From an optimization exercise on the open Yosys and OpenROAD flow, aimed at small area and a short achievable clock period; shortcuts taken in it are not production practice.
Where RTL was checked, it was by simulation tests only, not by an equivalence proof against the original.

## fir3_top
module fir3_top #(
  parameter int W  = 32,
  parameter int XW = 16
) (
  input  logic          CLK,
  input  logic          rst,
  input  logic [XW-1:0] h0,
  input  logic [XW-1:0] h1,
  input  logic [XW-1:0] h2,
  input  logic [XW-1:0] x,
  output logic [W-1:0]  y
);
  logic [15:0] d0_q, d1_q, d2_q;
  logic [31:0] y_q, y_d;
  logic one0_0, two0_0, neg0_0;
  logic pp0_0_0;
  logic pp0_0_1;
  logic pp0_0_2;
  logic pp0_0_3;
  logic pp0_0_4;
  logic pp0_0_5;
  logic pp0_0_6;
  logic pp0_0_7;
  logic pp0_0_8;
  logic pp0_0_9;
  logic pp0_0_10;
  logic pp0_0_11;
  logic pp0_0_12;
  logic pp0_0_13;
  logic pp0_0_14;
  logic pp0_0_15;
  logic pp0_0_16;
  logic one0_1, two0_1, neg0_1;
  logic pp0_1_0;
  logic pp0_1_1;
  logic pp0_1_2;
  logic pp0_1_3;
  logic pp0_1_4;
  logic pp0_1_5;
  logic pp0_1_6;
  logic pp0_1_7;
  logic pp0_1_8;
  logic pp0_1_9;
  logic pp0_1_10;
  logic pp0_1_11;
  logic pp0_1_12;
  logic pp0_1_13;
  logic pp0_1_14;
  logic pp0_1_15;
  logic pp0_1_16;
  logic one0_2, two0_2, neg0_2;
  logic pp0_2_0;
  logic pp0_2_1;
  logic pp0_2_2;
  logic pp0_2_3;
  logic pp0_2_4;
  logic pp0_2_5;
  logic pp0_2_6;
  logic pp0_2_7;
  logic pp0_2_8;
  logic pp0_2_9;
  logic pp0_2_10;
  logic pp0_2_11;
  logic pp0_2_12;
  logic pp0_2_13;
  logic pp0_2_14;
  logic pp0_2_15;
  logic pp0_2_16;
  logic one0_3, two0_3, neg0_3;
  logic pp0_3_0;
  logic pp0_3_1;
  logic pp0_3_2;
  logic pp0_3_3;
  logic pp0_3_4;
  logic pp0_3_5;
  logic pp0_3_6;
  logic pp0_3_7;
  logic pp0_3_8;
  logic pp0_3_9;
  logic pp0_3_10;
  logic pp0_3_11;
  logic pp0_3_12;
  logic pp0_3_13;
  logic pp0_3_14;
  logic pp0_3_15;
  logic pp0_3_16;
  logic one0_4, two0_4, neg0_4;
  logic pp0_4_0;
  logic pp0_4_1;
  logic pp0_4_2;
  logic pp0_4_3;
  logic pp0_4_4;
  logic pp0_4_5;
  logic pp0_4_6;
  logic pp0_4_7;
  logic pp0_4_8;
  logic pp0_4_9;
  logic pp0_4_10;
  logic pp0_4_11;
  logic pp0_4_12;
  logic pp0_4_13;
  logic pp0_4_14;
  logic pp0_4_15;
  logic pp0_4_16;
  logic one0_5, two0_5, neg0_5;
  logic pp0_5_0;
  logic pp0_5_1;
  logic pp0_5_2;
  logic pp0_5_3;
  logic pp0_5_4;
  logic pp0_5_5;
  ...
export LEC_CHECK = 0
export ABC_AREA = 1
export CAP_MARGIN = 20
export CORE_MARGIN = 2
export CORE_UTILIZATION = 40
export SETUP_SLACK_MARGIN = 1.5
export SLEW_MARGIN = 20
create_clock -name core_clock -period 10.0 [get_ports {CLK}]
run.sh (not shown) runs the stock make flow with config.mk's settings and CLKGATE_MAP_FILE= SYNTH_SCRIPT=/design/flow/synth_recipe.tcl, a recipe that flattens the netlist after the stock synthesis.
The baseline completed without violations.
Rerun with:
Settings changed: CORE_UTILIZATION 40 to 65, PLACE_DENSITY set to 0.75, SETUP_SLACK_MARGIN 1.5 to unset.
=> Final cell count shrinks by 13%. Synthesized area stays the same. Via count stays flat.

---

fir3_top, a different RTL version from the one above (not shown whole).
Size in the first run: ~1600 cells after synthesis.
==> flow/config.mk <==
export PLATFORM = sky130hd
export DESIGN_NAME = fir3_top
export DESIGN_NICKNAME = fir3_top
export VERILOG_FILES = /design/flow/design.v
export SDC_FILE = /design/flow/constraint.sdc
export NUM_CORES = 4
export LEC_CHECK = 0
export ABC_AREA = 1
export CAP_MARGIN = 20
export CORE_MARGIN = 2
export CORE_UTILIZATION = 40
export SLEW_MARGIN = 20
==> flow/constraint.sdc <==
create_clock -name core_clock -period 10.0 [get_ports {CLK}]
set_input_delay 2.0000 -clock core_clock [delete_from_list [all_inputs] [get_ports {CLK}]]
set_output_delay 2.0000 -clock core_clock [all_outputs]
set_load 0.01 [all_outputs]
standard.sh (not shown) runs the stock make flow with config.mk's settings and CLKGATE_MAP_FILE= SYNTH_SCRIPT=/design/flow/synth_recipe.tcl, a recipe that flattens the netlist after the stock synthesis.
==> flow/flow/run.sh <==
#!/bin/bash
set -euo pipefail
here=$(pwd)
F=$here/flow
sed "s#^hierarchy -check -top \$::env(DESIGN_NAME)\$#&\ntechmap -map $F/leafmap.v#" \
  "$FLOW_HOME/scripts/synth.tcl" > "$here/synth_leaf.tcl"
grep -q "^techmap -map $F/leafmap.v" "$here/synth_leaf.tcl"
sed "s#source \$::env(SCRIPTS_DIR)/synth.tcl#source $here/synth_leaf.tcl#" \
  "$here/synth_recipe.tcl" > "$here/synth_own.tcl"
grep -q "source $here/synth_leaf.tcl" "$here/synth_own.tcl"
bash standard.sh \
  SYNTH_SCRIPT="$here/synth_own.tcl" \
  DONT_BUFFER_PORTS=1 \
  PRE_GLOBAL_PLACE_TCL="$F/ports.tcl" \
  finish > "$here/standard_finish.log" 2>&1
==> flow/flow/leafmap.v <==
// Maps the design's leaf modules one-to-one onto library cells.
module fir3_fa (input a, b, c, output s, co);
  sky130_fd_sc_hd__fa_1 _TECHMAP_REPLACE_ (.A(a), .B(b), .CIN(c), .SUM(s), .COUT(co));
endmodule

module fir3_ha (input a, b, output s, co);
  sky130_fd_sc_hd__ha_1 _TECHMAP_REPLACE_ (.A(a), .B(b), .SUM(s), .COUT(co));
endmodule

module fir3_sel (input one, two, hi, hm, output mn);
  sky130_fd_sc_hd__a22oi_1 _TECHMAP_REPLACE_ (.A1(one), .A2(hi), .B1(two), .B2(hm), .Y(mn));
endmodule

module fir3_xnor (input a, b, output y);
  sky130_fd_sc_hd__xnor2_1 _TECHMAP_REPLACE_ (.A(a), .B(b), .Y(y));
endmodule

module fir3_xor (input a, b, output y);
  sky130_fd_sc_hd__xor2_1 _TECHMAP_REPLACE_ (.A(a), .B(b), .X(y));
endmodule
==> flow/flow/ports.tcl <==
# Buffer every input and output port (the clock port excepted, as buffer_ports does).
buffer_ports -inputs -buffer_cell sky130_fd_sc_hd__buf_2
buffer_ports -outputs -buffer_cell sky130_fd_sc_hd__buf_1
==> next run, changes <==
==> flow/flow/ports.tcl (replaced) <==
# Sourced before global placement (PRE_GLOBAL_PLACE_TCL, with DONT_BUFFER_PORTS=1).
# Buffers every input and output port (the clock port excepted, as buffer_ports
# does) at the same point of the flow as the standard port buffering, right after
# remove_buffers, but with small buffers on the outputs and stronger ones on the
# inputs.
proc my_buffer_ports {} {
  buffer_ports -inputs -buffer_cell sky130_fd_sc_hd__buf_2
  buffer_ports -outputs -buffer_cell sky130_fd_sc_hd__buf_1
}
if { $::env(GPL_TIMING_DRIVEN) } {
  rename remove_buffers my_orig_remove_buffers
  proc remove_buffers {args} {
    my_orig_remove_buffers {*}$args
    my_buffer_ports
  }
} else {
  my_buffer_ports
}
=> The new run ran to the end with no violations. First-iteration DRC count shrinks by 11%. Routed wire length shrinks by 4.2%. Clock skew stays flat. Final area grows by 2.4%. Die area does not change. Clock-buffer cell count stays the same. Worst setup slack degrades by 0.36 ns. Maximum frequency shrinks by 4.6%. Synthesized cell count does not change.
No run of this note included a check of the RTL's function; only the layout flow was run.

---

fir3_top, a different RTL version from the one above (not shown whole).
Size: about 1600 cells after synthesis, ~98 I/O pins, roughly 0.017 mm2 of cells after synthesis.
export LEC_CHECK = 0
export ABC_AREA = 1
export CAP_MARGIN = 20
export CORE_MARGIN = 2
export CORE_UTILIZATION = 35
export PLACE_DENSITY = 0.5
export SLEW_MARGIN = 20
create_clock -name core_clock -period 10.0 [get_ports {CLK}]
Scripts as last shown in full above: flow/flow/run.sh
Other scripts of this flow, unchanged in this note and not shown: flow/flow/leafmap.v, flow/flow/ports.tcl
Change:
- CELL_PAD_IN_SITES_DETAIL_PLACEMENT: not set -> 1
- CELL_PAD_IN_SITES_GLOBAL_PLACEMENT: not set -> 1
=> Cell area hardly moves; wire length climbs by a little under a tenth; utilization hardly moves; via count climbs slightly; fmax drops by a few percent; clock-buffer cell count does not change; global-route usage climbs by 2.6 points; die area stays the same; cell count barely changes; worst hold slack stays flat.
Change:
- CELL_PAD_IN_SITES_DETAIL_PLACEMENT: 1 -> not set
- CELL_PAD_IN_SITES_GLOBAL_PLACEMENT: 1 -> not set
- CORE_UTILIZATION: 35 -> 30
- PLACE_DENSITY: 0.5 -> 0.45
Register-to-register slack is better by 230 ps; wire length fell by a few percent; design area came out higher slightly; global-route usage decreases by 6.3 points; setup slack gets better by 160 ps.

---

== lagoon ==
fir3_top, a different RTL version from the one above (not shown whole).
Size in the first run: roughly 80 flip-flops, about 98 I/O pins, roughly 0.026 mm^2 of cells after synthesis.
clock: 10.0 ns
lec_check: 0
cap_margin: 20
core_margin: 2
core_utilization: 40
slew_margin: 20
run.sh (not shown) runs the stock make flow with config.mk's settings and CLKGATE_MAP_FILE= SYNTH_SCRIPT=/design/flow/synth_recipe.tcl, a recipe that flattens the netlist after the stock synthesis.
Stock flow here: none of the scripts above is used.
The inputs of violet differ from those of lagoon as listed below.
Settings: an added ABC_AREA of 1.
### Flow results
- Looking at cell count, violet sits 1,018 below lagoon.
- From lagoon to violet the numbers moved as follows: register-to-register slack up 0.93 ns; worst setup slack rose 0.71 ns; maximum fanout encountered on the critical timing path rose 3; average wire per cell in the routed design held; number of nets in the layout moved down.
- For clock buffer and inverter area fraction after layout, lagoon and violet come out practically identical.
- | initial antenna violation count | violet vs lagoon | 1 higher |
- Taking lagoon as the reference, in violet maximum frequency moved up, buffers plus inverters on the worst setup path higher.
No run of this note included a check of the RTL's function; only the layout flow was run.

[port drivers added, routing unchanged]
Ports are ideal in the flow. The routed layouts listed here were re-timed in OpenROAD. Step 1 sets driving cells, clkbuf_16 on the clock port and buf_2 on the other inputs (assumed; they add their load-dependent delay and slew). Step 2 moves the port delays by t, midway between the first and last clock arrival at a register: inputs arrive t later, outputs are due t later. That takes back most of the time a late clock gives input paths. Slacks: ideal / step 1 / step 2; pairs: ideal / step 1.
| run | shift t [ns] | setup slack, ns | worst register clock-pin slew, ns | max-slew violations | capacitance violations |
|---|---|---|---|---|---|
| the first run of note 1 | 0.453 | 1.675 / 1.692 / 1.239 | 0.09 / 0.09 | 0 / 0 | 0 / 0 |
| the second run of note 1 | 0.457 | 1.276 / 1.312 / 0.855 | 0.10 / 0.10 | 0 / 0 | 0 / 0 |
| the first run of note 2 | 0.447 | 2.652 / 2.404 / 1.958 | 0.08 / 0.08 | 0 / 81 | 0 / 1 |
| the second run of note 2 | 0.441 | 2.296 / 2.329 / 1.888 | 0.08 / 0.08 | 0 / 0 | 0 / 0 |
| the first run of note 3 | 0.459 | 2.591 / 2.611 / 2.152 | 0.09 / 0.09 | 0 / 0 | 0 / 0 |
| the second run of note 3 | 0.462 | 2.232 / 2.262 / 1.800 | 0.08 / 0.08 | 0 / 0 | 0 / 0 |
| the third run of note 3 | 0.460 | 2.392 / 2.396 / 1.936 | 0.10 / 0.10 | 0 / 0 | 0 / 0 |
| lagoon | 0.454 | 1.046 / 1.085 / 0.632 | 0.08 / 0.08 | 0 / 0 | 0 / 0 |
| violet | 0.460 | 1.756 / 1.702 / 1.242 | 0.09 / 0.09 | 0 / 0 | 0 / 0 |
After both steps setup and hold are still met in every run listed. With drivers on, slew violations rise in the first run of note 2. The drivers bring new capacitance violations in the first run of note 2. The setup slack of the first run of note 2, which loses most, moves by -0.248 ns with the drivers and by -0.694 ns with both steps.
